Source: an optimization exercise on an open RTL-to-GDS flow (aim: small area, a short achievable clock period and few clock cycles per item). Production flows keep margins and buffers that such runs may drop.
The RTL was checked by simulation tests, not by an equivalence proof against the original design.
Power figures rest on the tool's default switching activity, not on a simulated workload.

==> flow/run.sh <==
#!/bin/bash
# synth_recipe.tcl (not shown) runs the flow's synth.tcl, then flattens the netlist and writes it again
# the make line also repeats each setting of config.mk as NAME=value (left out here)
make -C /OpenROAD-flow-scripts/flow DESIGN_CONFIG=/design/flow/config.mk WORK_HOME=/design/flow/orfs CLKGATE_MAP_FILE= SYNTH_SCRIPT=/design/flow/synth_recipe.tcl finish
==> flow/config.mk <==
export PLATFORM = sky130hd
export DESIGN_NAME = int64_power_overflow_checked
export DESIGN_NICKNAME = int64_power_overflow_checked
export VERILOG_FILES = /design/flow/design.v
export SDC_FILE = /design/flow/constraint.sdc
export NUM_CORES = 4
export LEC_CHECK = 0
export CAP_MARGIN = 20
export CORE_MARGIN = 2
export CORE_UTILIZATION = 40
export SETUP_SLACK_MARGIN = 5
export SLEW_MARGIN = 20
==> flow/constraint.sdc <==
create_clock -name core_clock -period 10.0 [get_ports {clock}]
set_input_delay 2.0000 -clock core_clock [delete_from_list [all_inputs] [get_ports {clock}]]
set_output_delay 2.0000 -clock core_clock [all_outputs]
set_load 0.01 [all_outputs]
==> flow/design.v <==
`default_nettype none
package iopc_pkg;
   localparam int FIELD_W = 64;
   localparam int K = 8;
   localparam logic [1:0] RES_ZERO = 2'd0;
   localparam logic [1:0] RES_ONE  = 2'd1;
   localparam logic [1:0] RES_M1   = 2'd2;    
   localparam logic [1:0] RES_OVF  = 2'd3;    
   localparam int QD = 8;
endpackage
`default_nettype wire
`default_nettype none
module iopc_mul #(
   parameter int K = 8    
) (
   input  logic [65:0]  s_in,
   input  logic [65:0]  c_in,
   input  logic [31:0]  a,
   input  logic [K-1:0] chunk,
   output logic [65:0]  s_out,
   output logic [65:0]  c_out
);
   logic [65:0] pp [8];
   logic [65:0] a1, b1, a2, b2, a3, b3, a4, b4, a5, b5, a6, b6, a7, b7;
   always_comb begin
      for (int i = 0; i < 8; i++) pp[i] = chunk[i] ? (66'(a) << i) : 66'd0;
   end
   iopc_csa u_l1a (.x({s_in[65-K:0], {K{1'b0}}}), .y({c_in[65-K:0], {K{1'b0}}}), .z(pp[0]),
                   .s(a1), .c(b1));
   iopc_csa u_l1b (.x(pp[1]), .y(pp[2]), .z(pp[3]), .s(a2), .c(b2));
   iopc_csa u_l1c (.x(pp[4]), .y(pp[5]), .z(pp[6]), .s(a3), .c(b3));
   iopc_csa u_l2a (.x(a1), .y(b1), .z(a2), .s(a4), .c(b4));
   iopc_csa u_l2b (.x(b2), .y(a3), .z(b3), .s(a5), .c(b5));
   iopc_csa u_l3  (.x(a4), .y(b4), .z(a5), .s(a6), .c(b6));
   iopc_csa u_l4  (.x(a6), .y(b6), .z(b5), .s(a7), .c(b7));
   iopc_csa u_l5  (.x(a7), .y(b7), .z(pp[7]), .s(s_out), .c(c_out));
endmodule
module iopc_csa (
   input  logic [65:0] x,
   input  logic [65:0] y,
   input  logic [65:0] z,
   output logic [65:0] s,
   output logic [65:0] c
);
   assign s = x ^ y ^ z;
   assign c = {(x[64:0] & y[64:0]) | (x[64:0] & z[64:0]) | (y[64:0] & z[64:0]), 1'b0};
endmodule
`default_nettype wire
`default_nettype none
module iopc_ctrl (
   input  logic [63:0] b,
   input  logic [63:0] e,
   output logic        full,      
   output logic [1:0]  code,      
   output logic        comp,      
   output logic [63:0] r_init,    
   output logic        neg,       
   output logic [5:0]  e_rem,     
   output logic [3:0]  idx        
);
   logic        bneg, eneg, ezero, ebig, e_one, mag_le1, mag_ge32, pc_ovf, bm1, bz;
   logic [63:0] magp;
   logic [31:0] mag32;
   logic [5:0]  e6;
   logic [3:1]  ge_chunk;
   assign bneg  = b[63];
   assign mag32 = bneg ? (32'd0 - b[31:0]) : b[31:0];
   assign magp  = b ^ {64{bneg}};           
   assign eneg  = e[63];
   assign ezero = (e == 64'd0);
   assign ebig  = |e[62:6];
   assign e6    = e[5:0];
   assign e_one = !eneg && !ebig && (e6 == 6'd1);
   assign bm1   = &b;
   assign bz    = (b[63:1] == 63'd0) && !b[0];
   assign mag_le1  = (b[63:1] == 63'd0) || bm1;
   assign mag_ge32 = bneg ? (!(&b[63:32]) || (b[31:0] == 32'd0)) : (|b[63:32]);
   always_comb begin
      pc_ovf = 1'b0;
      for (int p = 2; p < 32; p++) begin
         if ((|(magp >> p)) && (e6 >= 6'((64 + p - 1) / p))) pc_ovf = 1'b1;
      end
   end
   always_comb begin
      for (int j = 1; j < 4; j++) begin
         ge_chunk[j] = bneg ? (((b >> (8 * j)) != ({64{1'b1}} >> (8 * j))) ||
                               ((b << (64 - 8 * j)) == 64'd0))
                            : (|(b >> (8 * j)));
      end
   end
   assign idx = ge_chunk[3] ? 4'b1000 : ge_chunk[2] ? 4'b0100 : ge_chunk[1] ? 4'b0010 : 4'b0001;
   always_comb begin
      full = 1'b0;
      comp = 1'b0;
      if (eneg)                           code = iopc_pkg::RES_ZERO;
      else if (ezero)                     code = iopc_pkg::RES_ONE;
      else if (mag_le1)                   code = bz ? iopc_pkg::RES_ZERO :
                                                 (bm1 && e[0]) ? iopc_pkg::RES_M1 : iopc_pkg::RES_ONE;
      else if (e_one)                     begin code = iopc_pkg::RES_ZERO; full = 1'b1; end
      else if (ebig || mag_ge32 || pc_ovf) code = iopc_pkg::RES_OVF;
      else                                begin code = iopc_pkg::RES_ZERO; full = 1'b1; comp = 1'b1; end
   end
   assign r_init = e_one ? b : {32'd0, mag32};
   assign neg    = bneg && e[0];
   always_comb begin
      e_rem = 6'b100000;
      for (int i = 1; i < 6; i++) begin
         if (e6[i] && (e6 >> (i + 1)) == 6'd0) e_rem = 6'((e6 << (6 - i)) | (6'd1 << (5 - i)));
      end
   end
endmodule
`default_nettype wire
`default_nettype none
module int64_power_overflow_checked (
   input  logic        clock,
   input  logic        reset,
   input  logic        req_valid,
   output logic        req_stall,
   input  logic [63:0] req_base,
   input  logic [63:0] req_exponent,
   output logic        rsp_valid,
   input  logic        rsp_stall,
   output logic [63:0] rsp_power,
   output logic        rsp_overflow
);
   localparam int K  = iopc_pkg::K;
   localparam int QD = iopc_pkg::QD;
   localparam int QW = $clog2(QD);
   logic        in_full, in_comp, in_neg;
   logic [1:0]  in_code;
   logic [63:0] in_r;
   logic [5:0]  in_erem;
   logic [3:0]  in_idx;
   iopc_ctrl u_cls (
      .b      (req_base),
      .e      (req_exponent),
      .full   (in_full),
      .code   (in_code),
      .comp   (in_comp),
      .r_init (in_r),
      .neg    (in_neg),
      .e_rem  (in_erem),
      .idx    (in_idx)
   );
   logic [2:0]  q_mem [QD];   
   logic [QW-1:0] q_wr, q_rd;
   logic [QW:0] q_cnt;
   logic [2:0]  q_head;
   logic        i_valid;
   logic        i_comp;
   logic [63:0] i_r;
   logic        i_neg;
   logic [5:0]  i_erem;
   logic [3:0]  i_idx;
   logic        c_busy;
   logic        c_comp;      
   logic [63:0] r_ff;        
   logic [31:0] m_ff;        
   logic        neg_ff;
   logic [5:0]  erem_ff;
   logic        mul_ff;      
   logic        last_ff;     
   logic [7:0]  idx_ff;      
   logic        res_ff;      
   logic        first_ff;    
   logic        ovf_pend;    
   logic [65:0] s_ff, cv_ff;
   logic        rp;          
   logic        rp_ovf, rp_chk;
   logic        neg_sel;     
   logic        o_valid;
   logic [63:0] o_val;
   logic        o_ovf;
   logic        q_push, q_pop, o_take, o_free, r_done, step_en, accept, in_take;
   logic        c_fin, c_take, fin_norm, fin_ovf;
   logic [31:0] mul_a;
   logic [K-1:0] chunk;
   logic [65:0] s_new, cv_new, s_acc, cv_acc, add_x, add_y, sum;
   logic        big, ovf_pre, last_nx;
   logic [62:0] r_sfx;       
   logic [7:0]  sum_top;
   assign req_stall = i_valid || (q_cnt == (QW + 1)'(QD));
   assign accept    = req_valid && !req_stall;
   assign q_push    = accept;
   assign q_head    = q_mem[q_rd];
   assign rsp_valid = (q_cnt != '0) && (!q_head[2] || o_valid);
   assign q_pop     = rsp_valid && !rsp_stall;
   assign o_take    = q_pop && q_head[2];
   always_comb begin
      if (q_head[2]) begin
         rsp_power    = o_ovf ? 64'd0 : o_val;
         rsp_overflow = o_ovf;
      end else begin
         rsp_power    = {{63{q_head[1:0] == iopc_pkg::RES_M1}},
                         (q_head[1:0] == iopc_pkg::RES_ONE) || (q_head[1:0] == iopc_pkg::RES_M1)};
         rsp_overflow = (q_head[1:0] == iopc_pkg::RES_OVF);
      end
   end
   assign o_free  = !o_valid || o_take;
   assign r_done  = rp && o_free;
   assign step_en = !rp || o_free;
   assign in_take = accept && in_full;
   assign mul_a = mul_ff ? m_ff : r_ff[31:0];
   always_comb begin
      chunk = '0;
      for (int j = 0; j < 8; j++) chunk |= r_ff[K * j +: K] & {K{idx_ff[j]}};
   end
   assign s_acc  = first_ff ? 66'd0 : s_ff;
   assign cv_acc = first_ff ? 66'd0 : cv_ff;
   iopc_mul #(.K(K)) u_mul (
      .s_in  (s_acc),
      .c_in  (cv_acc),
      .a     (mul_a),
      .chunk (chunk),
      .s_out (s_new),
      .c_out (cv_new)
   );
   assign add_x = s_ff ^ {66{neg_sel}};
   assign add_y = cv_ff ^ {66{neg_sel}};
   assign sum   = add_x + add_y + {64'd0, neg_sel, 1'b0};
   assign big   = neg_sel ? !(&sum[65:63]) : (|sum[65:63]);
   always_comb begin
      sum_top = 8'd1;
      for (int j = 1; j < 8; j++) begin
         if (|sum[K * j +: K]) sum_top = 8'd1 << j;
      end
   end
   always_comb begin
      r_sfx[62] = r_ff[63];
      for (int t = 61; t >= 0; t--) r_sfx[t] = r_sfx[t + 1] | r_ff[t + 1];
   end
   always_comb begin
      ovf_pre = 1'b0;
      if (mul_ff) begin
         for (int j = 1; j < 32; j++) begin
            if (m_ff[j] && r_sfx[63 - j]) ovf_pre = 1'b1;
         end
      end else begin
         ovf_pre = |r_ff[63:32];
      end
   end
   assign last_nx = (!mul_ff && erem_ff[5]) ? (erem_ff[4:0] == 5'b10000)
                                            : (erem_ff[3:0] == 4'b1000) && !erem_ff[4];
   assign fin_norm = c_comp && !ovf_pend && !res_ff && !ovf_pre && idx_ff[0] && last_ff;
   assign fin_ovf  = c_comp && (ovf_pend || (!res_ff && ovf_pre));
   assign c_fin    = c_busy && step_en && (!c_comp || fin_ovf || fin_norm);
   assign c_take   = !c_busy || c_fin;
   always_ff @(posedge clock) begin
      if (reset) begin
         q_wr  <= '0;
         q_rd  <= '0;
         q_cnt <= '0;
      end else begin
         if (q_push) q_wr <= q_wr + 1'b1;
         if (q_pop)  q_rd <= q_rd + 1'b1;
         q_cnt <= q_cnt + (QW + 1)'(q_push) - (QW + 1)'(q_pop);
      end
      if (q_push) q_mem[q_wr] <= {in_full, in_code};
      if (reset) begin
         i_valid <= 1'b0;
      end else if (accept && !c_take) begin
         i_valid <= in_full;
      end else if (c_take) begin
         i_valid <= 1'b0;
      end
      if (accept && !c_take) begin
         i_comp <= in_comp;
         i_r    <= in_r;
         i_neg  <= in_neg;
         i_erem <= in_erem;
         i_idx  <= in_idx;
      end
      if (reset) begin
         c_busy <= 1'b0;
      end else if (c_take) begin
         c_busy <= i_valid || in_take;
      end
      if (c_take) begin
         c_comp   <= i_valid ? i_comp : in_comp;
         r_ff     <= i_valid ? i_r : in_r;
         m_ff     <= i_valid ? i_r[31:0] : in_r[31:0];
         neg_ff   <= i_valid ? i_neg : in_neg;
         erem_ff  <= i_valid ? i_erem : in_erem;
         last_ff  <= (i_valid ? i_erem : in_erem) == 6'b010000;
         idx_ff   <= {4'd0, i_valid ? i_idx : in_idx};
         mul_ff   <= 1'b0;
         res_ff   <= 1'b0;
         first_ff <= 1'b1;
         ovf_pend <= 1'b0;
      end else if (c_busy && step_en) begin
         if (res_ff) begin
            r_ff     <= sum[63:0];
            ovf_pend <= big;
            idx_ff   <= sum_top;
            res_ff   <= 1'b0;
            first_ff <= 1'b1;
            last_ff  <= last_nx;
            if (!mul_ff && erem_ff[5]) begin
               mul_ff <= 1'b1;
            end else begin
               mul_ff  <= 1'b0;
               erem_ff <= erem_ff << 1;
            end
         end else begin
            first_ff <= 1'b0;
            if (idx_ff[0]) begin
               res_ff <= 1'b1;
            end else begin
               idx_ff <= idx_ff >> 1;
            end
         end
      end
      if (c_busy && step_en && !res_ff) begin
         if (!c_comp) begin
            s_ff  <= {{2{r_ff[63]}}, r_ff};
            cv_ff <= '0;
         end else begin
            s_ff  <= s_new;
            cv_ff <= cv_new;
         end
      end
      if (reset) begin
         rp      <= 1'b0;
         neg_sel <= 1'b0;
      end else if (c_fin) begin
         rp      <= 1'b1;
         neg_sel <= fin_norm && neg_ff;
      end else if (r_done) begin
         rp      <= 1'b0;
         neg_sel <= 1'b0;
      end
      if (c_fin) begin
         rp_ovf <= fin_ovf;
         rp_chk <= fin_norm;
      end
      if (reset) begin
         o_valid <= 1'b0;
      end else if (r_done) begin
         o_valid <= 1'b1;
      end else if (o_take) begin
         o_valid <= 1'b0;
      end
      if (r_done) begin
         o_val <= sum[63:0];
         o_ovf <= rp_ovf || (rp_chk && big);
      end
   end
endmodule
`default_nettype wire
==> results.cfg, run 1 <==
[yosys]
syn-num-nets = 4298
synth_cell_type_count = 104
avgSynthCellArea_um2 = 10.2
async_reset_ff_share_pct = 0
ys_ff_latch = 429
syn-cell-area_um2 = 36900
synth-edff-count = 403
ys_seq_area_share_pct = 34.2
synth-main-ff-cell = edfxtp_1
syn_inst = 3625
yosys_warnings = 5

[status]
status = finished clean

[pwr]
finalPower_mw = 6.39
p_leak_nw = 18.1
internal_power_mw = 4.18
p_sw_mw = 2.21
p_seq_share_pct = 32.7
p_comb_share_pct = 38.7
power_density_nw_per_um2 = 149
clkPwrFrac_pct = 28.6
switching_share_pct = 34.6
ir_worst_vdd_uv = 147

[hold_path]
hold_class = flip-flop to flip-flop
hold-path-endpoint = o_valid
min_from = rp
min_path_cells = 2

[worst_setup_path]
crit_path_top_delay_cell = mux4_2
crit_family = multiplexers
critPathKind = flip-flop to primary output
cp.buffers_inverters = 2
r2r_setup_slack_ns = 5.06
r2r-start = r_ff[60]
cp_cell_sequence = mux4_2 > mux2_4 > ha_4 > and2_4 > buf_12 > a21o_1 > clkdlybuf4s50_1
crit_path_end_kind = primary output
worstPathMaxFanout = 21
crit_required_ns = 8.00
cp.arrival_ns = 3.02
critPathLaunchType = flip-flop
r2r_cells = 10
critPathMaxStageDelay_ns = 0.52
reg2reg_to = s_ff[30]

[clock_network]
cts_hold_buffers = 0
clk_pin_slew_ns = 0.06
insertion_delay_ns = 0.63
cts_max_path_buffers = 3
clkSinkCount = 429
cts_max_level = 2
root_buffer = clkbuf_16
tritoncts = yes
cts_buffers = 49

[route]
drt_iter0_drc = 2947
dr.pass1.iters = 6
wire_per_inst_um = 25.5
routed_wirelength_um = 127000
viasPerCell = 5.81
wl_met1_um = 55500
top_layer = met5
wl_met2_um = 57400
postRouteAntennaNets = 0
drc = 0
vias = 29003
dr_wl_met3_um = 9910

[sta]
tightestPinTransition_ns = 1.12
setup_viol = 0
hold_violations = 0
skew_ns = 0.0442
period_share_pct = 50.2
maxSlewHeadroom_pct = 25.4
max_freq_mhz = 199
rsz0062_at_grt = true
fin_setup_tns_ns = 0
maxSlewViolCount = 0
fin_crit_ns = 5.02

[placed_design]
dpl.hpwl_um = 98100
gp_congestion = 0.987
place_inst = 4850
port_buffers = 198

[floorplanning]
die_w_um = 308
initial_utilization_pct = 40.3
die_area_um2 = 94700
io_pins = 199
rows = 111
fp.coreArea_um2 = 91500
fp.dieH_um = 308

[grt]
grt_pass1_wl_um = 185000
grt_pass1_vias = 28357
grt_overflow = 0
grt_max_degree = 99
track_usage_pct = 26.2
antenna_found_initial = 2

[final_layout]
final_nets = 4441
synthToLayoutAreaGrowth_pct = 16.6
stdcell_count = 4994
drive_gt1_share_pct = 11.8

[job]
maxCapViolations = 0
==> power groups by stage <==
stage / clock network [mW] / logic, mW / registers (mW)
3_3_place_gp: 0 / 2.35 / 2.12
3_5_place_dp: 0 / 2.37 / 2.12
4_1_cts: 1.85 / 2.47 / 2.09
6_report: 1.83 / 2.48 / 2.09
5_1_grt: 1.92 / 2.72 / 2.09
2_1_floorplan: 0 / 1.39 / 2.07
==> Yosys cell counts, drive strengths merged (7+ instances only) <==
cell type | number | area [µm²]
and2 | 53 | 332
mux2i | 69 | 691
a31oi | 15 | 100
dfxtp | 26 | 521
o21ai | 127 | 651
edfxtp | 403 | 12100
ha | 305 | 3820
xnor2 | 66 | 578
nor2 | 323 | 1210
a22oi | 37 | 278
xor2 | 156 | 1370
buf | 31 | 149
fa | 236 | 4720
nand2 | 319 | 1200
nand3 | 47 | 248
mux2 | 117 | 1320
o31ai | 18 | 140
clkbuf | 176 | 661
o211ai | 14 | 105
a21oi | 159 | 803
o21a | 20 | 150
or4 | 20 | 154
nor4 | 46 | 325
inv | 236 | 886
or3 | 24 | 150
or2 | 8 | 50.1
and4 | 21 | 186
nor3 | 45 | 230
a21o | 89 | 668
and3 | 52 | 330
nand4 | 61 | 382
nand2b | 17 | 109
o21bai | 7 | 52.6
nor2b | 150 | 938
a211oi | 22 | 175
==> cell families after synthesis <==
logic type                 count (synthesis)  synth area share (%)
adders and majority gates                541                  23.1
and+or+nand+nor                         1209                  16.4
buffers and inverters                    443                  4.59
AOI/OAI and AO/OA                        588                  10.5
DFF                                      429                  34.2
muxes                                    192                  5.81
xor gates and xnor gates                 223                  5.35
==> timing repair <==
item,4_1_cts,5_1_grt
gates cloned,5,7
buffers inserted,20,21
setup endpoints to repair,303,179
gates resized for setup,118,136
pin swaps,10,20
==> tightest hold or removal path: stages, from the launching register on <==
cell	delay [ns]
dfxtp_1	0.34
nor2_1	0.06
nor2_1	0.07
==> area by class of cell <==
class | count | area (µm²)
Clock buffer | 57 | 1260
Inverter | 236 | 890
Clock inverter | 33 | 357
Multi-Input combinational cell | 2758 | 23400
Antenna cell | 1 | 2.50
Tap cell | 1186 | 1480
Timing Repair Buffer | 294 | 3030
Fill cell | 8470 | 48500
Sequential cell | 429 | 12600
==> layout by cell type, fill, tap and decap left out, types with 82 or more instances in the layout <==
cell             instances
edfxtp_1               403
clkdlybuf4s50_1        140
a21o_1                  89
nor2_1                 318
mux2_2                 109
fa_1                   236
ha_1                   293
inv_1                  234
nand2_1                318
a21oi_1                146
o21ai_0                 82
nor2b_1                149
xor2_1                 150
==> registers in the layout (all words and copies together) (netlist names), 4 cells and up, named ones only <==
signal / cells
idx_ff: 8
q_cnt: 4
o_val: 64
erem_ff: 6
r_ff: 64
s_ff: 66
cv_ff: 61
m_ff: 32
i_erem: 6
i_r: 64
i_idx: 4
q_mem: 24
==> per-layer routing <==
metal  up-vias  global-route usage, %
met4         2                   7.95
met2      1287                   41.4
met3       229                   3.80
met5         -                      0
li1      13093                      -
met1     14392                   37.0
==> worst max-delay path by stage <==
stage                         end  slack [ns]  depth (start not counted)
CTS                 rsp_power[27]        4.88                          7
global placement        idx_ff[0]        3.73                         16
global route        rsp_power[45]        4.89                          8
finish              rsp_power[27]        4.98                          7
detailed placement      idx_ff[0]        3.73                         16
floorplan                r_ff[31]        4.95                         12
==> through the flow <==
| stage | setup slack, ns | cell area [µm²] | util (%) | hold slack (ns) |
|---|---|---|---|---|
| 2_1_floorplan | 4.95 | 37000 | - | 0.446 |
| 3_3_place_gp | 3.73 | 40000 | 43.7 | 0.484 |
| 3_5_place_dp | 3.73 | 40000 | 43.7 | 0.499 |
| 4_1_cts | 4.88 | 42200 | 46.1 | 0.513 |
| 5_1_grt | 4.89 | 43000 | 47.0 | 0.521 |
| 6_report | 4.98 | 43000 | 47.0 | 0.507 |
Testbench counts, summed over its fixed seeds: cycles 14,767, items 8,000.
==> run 2, diff against run 1 <==
--- a/flow/design.v
+++ b/flow/design.v
@@ -2,5 +2,5 @@
 package iopc_pkg;
    localparam int FIELD_W = 64;
-   localparam int K = 8;
+   localparam int K = 11;
    localparam logic [1:0] RES_ZERO = 2'd0;
    localparam logic [1:0] RES_ONE  = 2'd1;
@@ -12,5 +12,5 @@
 `default_nettype none
 module iopc_mul #(
-   parameter int K = 8    
+   parameter int K = 11
 ) (
    input  logic [65:0]  s_in,
@@ -21,18 +21,22 @@
    output logic [65:0]  c_out
 );
-   logic [65:0] pp [8];
-   logic [65:0] a1, b1, a2, b2, a3, b3, a4, b4, a5, b5, a6, b6, a7, b7;
+   logic [65:0] pp [K];
+   logic [65:0] s0, c0, s1, c1, s2, c2, s3, c3, s4, c4, s5, c5, s6, c6, s7, c7, s8, c8, s9, c9, s10, c10;
    always_comb begin
-      for (int i = 0; i < 8; i++) pp[i] = chunk[i] ? (66'(a) << i) : 66'd0;
+      for (int i = 0; i < K; i++) pp[i] = chunk[i] ? (66'(a) << i) : 66'd0;
    end
-   iopc_csa u_l1a (.x({s_in[65-K:0], {K{1'b0}}}), .y({c_in[65-K:0], {K{1'b0}}}), .z(pp[0]),
-                   .s(a1), .c(b1));
-   iopc_csa u_l1b (.x(pp[1]), .y(pp[2]), .z(pp[3]), .s(a2), .c(b2));
-   iopc_csa u_l1c (.x(pp[4]), .y(pp[5]), .z(pp[6]), .s(a3), .c(b3));
-   iopc_csa u_l2a (.x(a1), .y(b1), .z(a2), .s(a4), .c(b4));
-   iopc_csa u_l2b (.x(b2), .y(a3), .z(b3), .s(a5), .c(b5));
-   iopc_csa u_l3  (.x(a4), .y(b4), .z(a5), .s(a6), .c(b6));
-   iopc_csa u_l4  (.x(a6), .y(b6), .z(b5), .s(a7), .c(b7));
-   iopc_csa u_l5  (.x(a7), .y(b7), .z(pp[7]), .s(s_out), .c(c_out));
+   iopc_csa u_csa0 (.x({s_in[65-K:0], {K{1'b0}}}), .y({c_in[65-K:0], {K{1'b0}}}), .z(pp[0]), .s(s0), .c(c0));
+   iopc_csa u_csa1 (.x(pp[1]), .y(pp[2]), .z(pp[3]), .s(s1), .c(c1));
+   iopc_csa u_csa2 (.x(pp[4]), .y(pp[5]), .z(pp[6]), .s(s2), .c(c2));
+   iopc_csa u_csa3 (.x(pp[7]), .y(pp[8]), .z(pp[9]), .s(s3), .c(c3));
+   iopc_csa u_csa4 (.x(s0), .y(c0), .z(s1), .s(s4), .c(c4));
+   iopc_csa u_csa5 (.x(c1), .y(s2), .z(c2), .s(s5), .c(c5));
+   iopc_csa u_csa6 (.x(s3), .y(c3), .z(pp[10]), .s(s6), .c(c6));
+   iopc_csa u_csa7 (.x(s4), .y(c4), .z(s5), .s(s7), .c(c7));
+   iopc_csa u_csa8 (.x(c5), .y(s6), .z(c6), .s(s8), .c(c8));
+   iopc_csa u_csa9 (.x(s7), .y(c7), .z(s8), .s(s9), .c(c9));
+   iopc_csa u_csa10 (.x(s9), .y(c9), .z(c8), .s(s10), .c(c10));
+   assign s_out = s10;
+   assign c_out = c10;
 endmodule
 module iopc_csa (
@@ -57,5 +61,5 @@
    output logic        neg,       
    output logic [5:0]  e_rem,     
-   output logic [3:0]  idx        
+   output logic [(32+iopc_pkg::K-1)/iopc_pkg::K-1:0] idx   
 );
    logic        bneg, eneg, ezero, ebig, e_one, mag_le1, mag_ge32, pc_ovf, bm1, bz;
@@ -63,5 +67,7 @@
    logic [31:0] mag32;
    logic [5:0]  e6;
-   logic [3:1]  ge_chunk;
+   localparam int K  = iopc_pkg::K;
+   localparam int NB = (32 + K - 1) / K;
+   logic [NB-1:0] ge_chunk;    
    assign bneg  = b[63];
    assign mag32 = bneg ? (32'd0 - b[31:0]) : b[31:0];
@@ -83,11 +89,17 @@
    end
    always_comb begin
-      for (int j = 1; j < 4; j++) begin
-         ge_chunk[j] = bneg ? (((b >> (8 * j)) != ({64{1'b1}} >> (8 * j))) ||
-                               ((b << (64 - 8 * j)) == 64'd0))
-                            : (|(b >> (8 * j)));
+      ge_chunk[0] = 1'b1;
+      for (int j = 1; j < NB; j++) begin
+         ge_chunk[j] = bneg ? (((b >> (K * j)) != ({64{1'b1}} >> (K * j))) ||
+                               ((b << (64 - K * j)) == 64'd0))
+                            : (|(b >> (K * j)));
+      end
+   end
+   always_comb begin
+      idx = '0;
+      for (int j = 0; j < NB; j++) begin
+         if (ge_chunk[j] && (j == NB - 1 || !ge_chunk[j + 1])) idx[j] = 1'b1;
       end
    end
-   assign idx = ge_chunk[3] ? 4'b1000 : ge_chunk[2] ? 4'b0100 : ge_chunk[1] ? 4'b0010 : 4'b0001;
    always_comb begin
       full = 1'b0;
@@ -127,9 +139,11 @@
    localparam int QD = iopc_pkg::QD;
    localparam int QW = $clog2(QD);
+   localparam int NC = (64 + K - 1) / K;    
+   localparam int NB = (32 + K - 1) / K;    
    logic        in_full, in_comp, in_neg;
    logic [1:0]  in_code;
    logic [63:0] in_r;
    logic [5:0]  in_erem;
-   logic [3:0]  in_idx;
+   logic [NB-1:0] in_idx;
    iopc_ctrl u_cls (
       .b      (req_base),
@@ -144,5 +158,4 @@
    );
    logic [2:0]  q_mem [QD];   
-   logic [QW-1:0] q_wr, q_rd;
    logic [QW:0] q_cnt;
    logic [2:0]  q_head;
@@ -152,5 +165,5 @@
    logic        i_neg;
    logic [5:0]  i_erem;
-   logic [3:0]  i_idx;
+   logic [NB-1:0] i_idx;
    logic        c_busy;
    logic        c_comp;      
@@ -161,5 +174,5 @@
    logic        mul_ff;      
    logic        last_ff;     
-   logic [7:0]  idx_ff;      
+   logic [NC-1:0] idx_ff;    
    logic        res_ff;      
    logic        first_ff;    
@@ -179,9 +192,10 @@
    logic        big, ovf_pre, last_nx;
    logic [62:0] r_sfx;       
-   logic [7:0]  sum_top;
+   logic [NC-1:0] sum_top;
+   logic [NC*K-1:0] r_pad, sum_pad;
    assign req_stall = i_valid || (q_cnt == (QW + 1)'(QD));
    assign accept    = req_valid && !req_stall;
    assign q_push    = accept;
-   assign q_head    = q_mem[q_rd];
+   assign q_head    = q_mem[0];
    assign rsp_valid = (q_cnt != '0) && (!q_head[2] || o_valid);
    assign q_pop     = rsp_valid && !rsp_stall;
@@ -202,7 +216,8 @@
    assign in_take = accept && in_full;
    assign mul_a = mul_ff ? m_ff : r_ff[31:0];
+   assign r_pad = (NC * K)'(r_ff);
    always_comb begin
       chunk = '0;
-      for (int j = 0; j < 8; j++) chunk |= r_ff[K * j +: K] & {K{idx_ff[j]}};
+      for (int j = 0; j < NC; j++) chunk |= r_pad[K * j +: K] & {K{idx_ff[j]}};
    end
    assign s_acc  = first_ff ? 66'd0 : s_ff;
@@ -220,8 +235,9 @@
    assign sum   = add_x + add_y + {64'd0, neg_sel, 1'b0};
    assign big   = neg_sel ? !(&sum[65:63]) : (|sum[65:63]);
+   assign sum_pad = (NC * K)'(sum[63:0]);
    always_comb begin
-      sum_top = 8'd1;
-      for (int j = 1; j < 8; j++) begin
-         if (|sum[K * j +: K]) sum_top = 8'd1 << j;
+      sum_top = NC'(1);
+      for (int j = 1; j < NC; j++) begin
+         if (|sum_pad[K * j +: K]) sum_top = NC'(1) << j;
       end
    end
@@ -248,13 +264,15 @@
    always_ff @(posedge clock) begin
       if (reset) begin
-         q_wr  <= '0;
-         q_rd  <= '0;
          q_cnt <= '0;
       end else begin
-         if (q_push) q_wr <= q_wr + 1'b1;
-         if (q_pop)  q_rd <= q_rd + 1'b1;
          q_cnt <= q_cnt + (QW + 1)'(q_push) - (QW + 1)'(q_pop);
       end
-      if (q_push) q_mem[q_wr] <= {in_full, in_code};
+      for (int j = 0; j < QD; j++) begin
+         if (q_push && (q_pop ? (QW + 1)'(j + 1) == q_cnt : (QW + 1)'(j) == q_cnt)) begin
+            q_mem[j] <= {in_full, in_code};
+         end else if (q_pop) begin
+            q_mem[j] <= (j + 1 < QD) ? q_mem[(j + 1) % QD] : 3'd0;
+         end
+      end
       if (reset) begin
          i_valid <= 1'b0;
@@ -283,5 +301,5 @@
          erem_ff  <= i_valid ? i_erem : in_erem;
          last_ff  <= (i_valid ? i_erem : in_erem) == 6'b010000;
-         idx_ff   <= {4'd0, i_valid ? i_idx : in_idx};
+         idx_ff   <= NC'(i_valid ? i_idx : in_idx);
          mul_ff   <= 1'b0;
          res_ff   <= 1'b0;
==> results.cfg, run 2 <==
[status]
status = finished clean

[route]
vias = 29928
postRouteAntennaNets = 0
dr.pass1.iters = 6
drc = 0
drt_iter0_drc = 2654
wire_per_inst_um = 24.4
viasPerCell = 5.64
routed_wirelength_um = 130000

[yosys]
yosysTopAreaCell = edfxtp_1
ys_seq_area_share_pct = 31.7
synth_cell_type_count = 83
synthTopCellsByCount = 401 x edfxtp_1, 393 x nor2_1, 362 x inv_1
synth-simple-area-share_pct = 15.4
synth-main-ff-cell = edfxtp_1
async_reset_ff_share_pct = 0
synthMuxAreaShare_pct = 6.97
synth_compound_area_share_pct = 8.87
synth-edff-count = 401
syn-num-nets = 4608
synth_fa_ha_area_share_pct = 26.7
syn-cell-area_um2 = 39000
synth_area_leaders = edfxtp_1 31%, fa_1 17%, ha_1 9.9%, mux2_2 5.1%, nor2_1 3.8%
ys_ff_latch = 417
synth_xor_area_share_pct = 4.91
syn_inst = 3840
avgSynthCellArea_um2 = 10.2
netlist.area_leader.share_pct = 30.9
yosys_warnings = 7
yosysMostFrequentCell = edfxtp_1
synth_top_family_by_area = adder cells

[sta]
max_freq_mhz = 203
setup_viol = 0
maxSlewViolCount = 0
hold_violations = 0
holdWs_ns = 0.499
rsz0062_at_grt = true
tightestPinTransition_ns = 1.04
period_share_pct = 49.4
fin_crit_ns = 4.94
maxSlewHeadroom_pct = 31.0
skew_ns = 0.0613
fin_setup_tns_ns = 0

[final_layout]
top_register = s_ff
final_nets = 4756
final_common_cell = edfxtp_1
largest_reg_flops = 66
synthToLayoutAreaGrowth_pct = 16.6
drive_gt1_share_pct = 12.1
final_cell_mix = 401 x edfxtp_1, 388 x nor2_1, 361 x inv_1
fin_area_um2 = 45500

[floorplanning]
initial_utilization_pct = 40.3
die_area_um2 = 100000
io_pins = 199
rows = 114
fp.coreArea_um2 = 96700
die_w_um = 316
fp.dieH_um = 316

[grt]
track_usage_pct = 25.7
grt_pass1_vias = 29598
grt_overflow = 0
antenna_found_initial = 14
grt_pass1_wl_um = 192000
grt_max_degree = 87

[clock_network]
tritoncts = yes
cts_hold_buffers = 0
clk_pin_slew_ns = 0.06
clkSinkCount = 417
cts_max_path_buffers = 3
cts_max_level = 2
root_buffer = clkbuf_16
cts_buffers = 48
insertion_delay_ns = 0.64

[placed_design]
placed_area_um2 = 42300
port_buffers = 198
dpl.hpwl_um = 101000
gp_congestion = 0.936

[worst_setup_path]
worstPathMaxFanout = 16
critPathKind = flip-flop to flip-flop
r2r-start = idx_ff[0]
setup.worst_path.start = idx_ff[0]
crit_required_ns = 10.33
crit_path_end_kind = flip-flop
cp.arrival_ns = 5.27
critPathLaunchType = flip-flop

[job]
maxCapViolations = 0

[pwr]
power_density_nw_per_um2 = 158
switching_share_pct = 36.9
ir_worst_vdd_uv = 163
clkPwrFrac_pct = 27.1
p_leak_nw = 19.4
p_comb_share_pct = 43.8
internal_power_mw = 4.54
p_seq_share_pct = 29.1
p_sw_mw = 2.66

[hold_path]
hold_class = flip-flop to flip-flop
min_from = mul_ff
==> run 2: cell types whose count changed after synthesis, sizes merged, moves of 10 or more <==
cell | before | now
nand2 | 319 | 273
inv | 236 | 362
nor2 | 323 | 393
nor2b | 150 | 119
and3 | 52 | 22
a22oi | 37 | 24
dfxtp | 26 | 16
nor3 | 45 | 64
and2 | 53 | 106
nand3 | 47 | 61
mux2 | 117 | 177
and4 | 21 | 8
a21oi | 159 | 123
fa | 236 | 326
==> run 2: final cells by class <==
cell class | instances | area (µm²)
sequential | 417 | 12400
clock buffer | 51 | 1210
fill | 9155 | 51200
timing repair buffer | 292 | 3010
antenna | 3 | 7.51
clock inverter | 39 | 512
multi-input combinational | 2866 | 25400
tap | 1276 | 1600
inverter | 363 | 1370
==> run 2: worst paths after layout <==
path                            endpoint  cells past startpoint  slack, ns
worst max-delay path            s_ff[23]                     14       5.06
worst min-delay path              mul_ff                      2       0.50
worst max register to register  s_ff[23]                     14       5.06
worst min register to register    mul_ff                      2       0.50
==> run 2: routing by layer <==
metal	wire length (µm)	global-route usage [%]	vias to the layer above
li1	-	-	13586
met5	0	0	-
met3	9700	3.47	185
met1	56300	36.8	14941
met2	59800	41.0	1216
met4	3940	7.18	0
==> run 2: per-stage QoR <==
| stage | total power, mW | util (%) | setup WS (ns) | instances |
|---|---|---|---|---|
| 2_1_floorplan | 3.87 | - | 5.03 | 3840 |
| 3_3_place_gp | 5.24 | 43.8 | 3.95 | 5157 |
| 3_5_place_dp | 5.26 | 43.8 | 3.91 | 5157 |
| 4_1_cts | 7.26 | 46.2 | 4.98 | 5274 |
| 5_1_grt | 7.67 | 47.0 | 4.93 | 5304 |
| 6_report | 7.20 | 47.0 | 5.06 | 5307 |
==> run 2: power groups by stage <==
stage	Clock [mW]	Combinational, mW	Sequential (mW)
after floorplan	0	1.81	2.06
after global placement	0	3.13	2.12
after detailed placement	0	3.15	2.12
after CTS	1.98	3.20	2.09
after global routing	2.04	3.53	2.09
final	1.95	3.15	2.09
==> run 2: cell families after synthesis <==
family | Yosys count
adders and majority gates | 636
AOI/OAI and AO/OA | 529
DFF | 417
buffers and inverters | 560
xor gates and xnor gates | 217
muxes | 249
and+or+nand+nor | 1232
==> run 2: critical path, cell delays in order, from the launching register on <==
cell and delay, ns:
edfxtp_1 0.55, a222oi_1 0.36, inv_1 0.12, a221oi_4 0.23
buf_12 0.16, buf_12 0.17, nor2_1 0.09, fa_2 0.59
fa_1 0.41, inv_1 0.10, fa_1 0.45, fa_1 0.55
inv_1 0.05, fa_1 0.51, mux2_2 0.30
==> run 2: repair_timing <==
item                       in CTS  in global routing
gates resized for setup        68                 97
cloned                          4                  5
pin swaps                       4                 29
setup endpoints to repair     283                174
buffers inserted               23                 25
Testbench counts of run 2, summed over its fixed seeds: cycles 13,192, items 8,000.

-- static timing again, ports no longer ideal --
Ports are ideal in the flow. The routed layouts listed here were re-timed in OpenROAD. Step 1 (the two cells are an assumption about what drives the block):
set clk [get_ports {clock}]
set_driving_cell -lib_cell sky130_fd_sc_hd__clkbuf_16 $clk
set_driving_cell -lib_cell sky130_fd_sc_hd__buf_2 [delete_from_list [all_inputs] $clk]
Step 2 adds t to the input delays and takes it off the output delays; t is the mean of the earliest and latest rising clock arrival at the registers after step 1. Input paths then give back, and output paths get back, about the clock's delay inside the block. Three values: ideal, step 1, step 2; two values: the first two.
run | t (ns) | setup WS [ns] | hold slack, ns | worst setup path at the end | worst slew at a driven data input, ns
run 1 | 0.673 | 4.978 / 4.911 / 4.502 | 0.507 / 0.507 / 0.507 | input to register | 0.08
run 2 | 0.680 | 5.062 / 5.062 / 4.451 | 0.499 / 0.499 / 0.499 | input to register | 0.05
After both steps setup and hold are still met in every run listed. For run 2, which loses most, drivers alone change the setup slack by 0.000 ns; drivers and shift together by -0.611 ns.
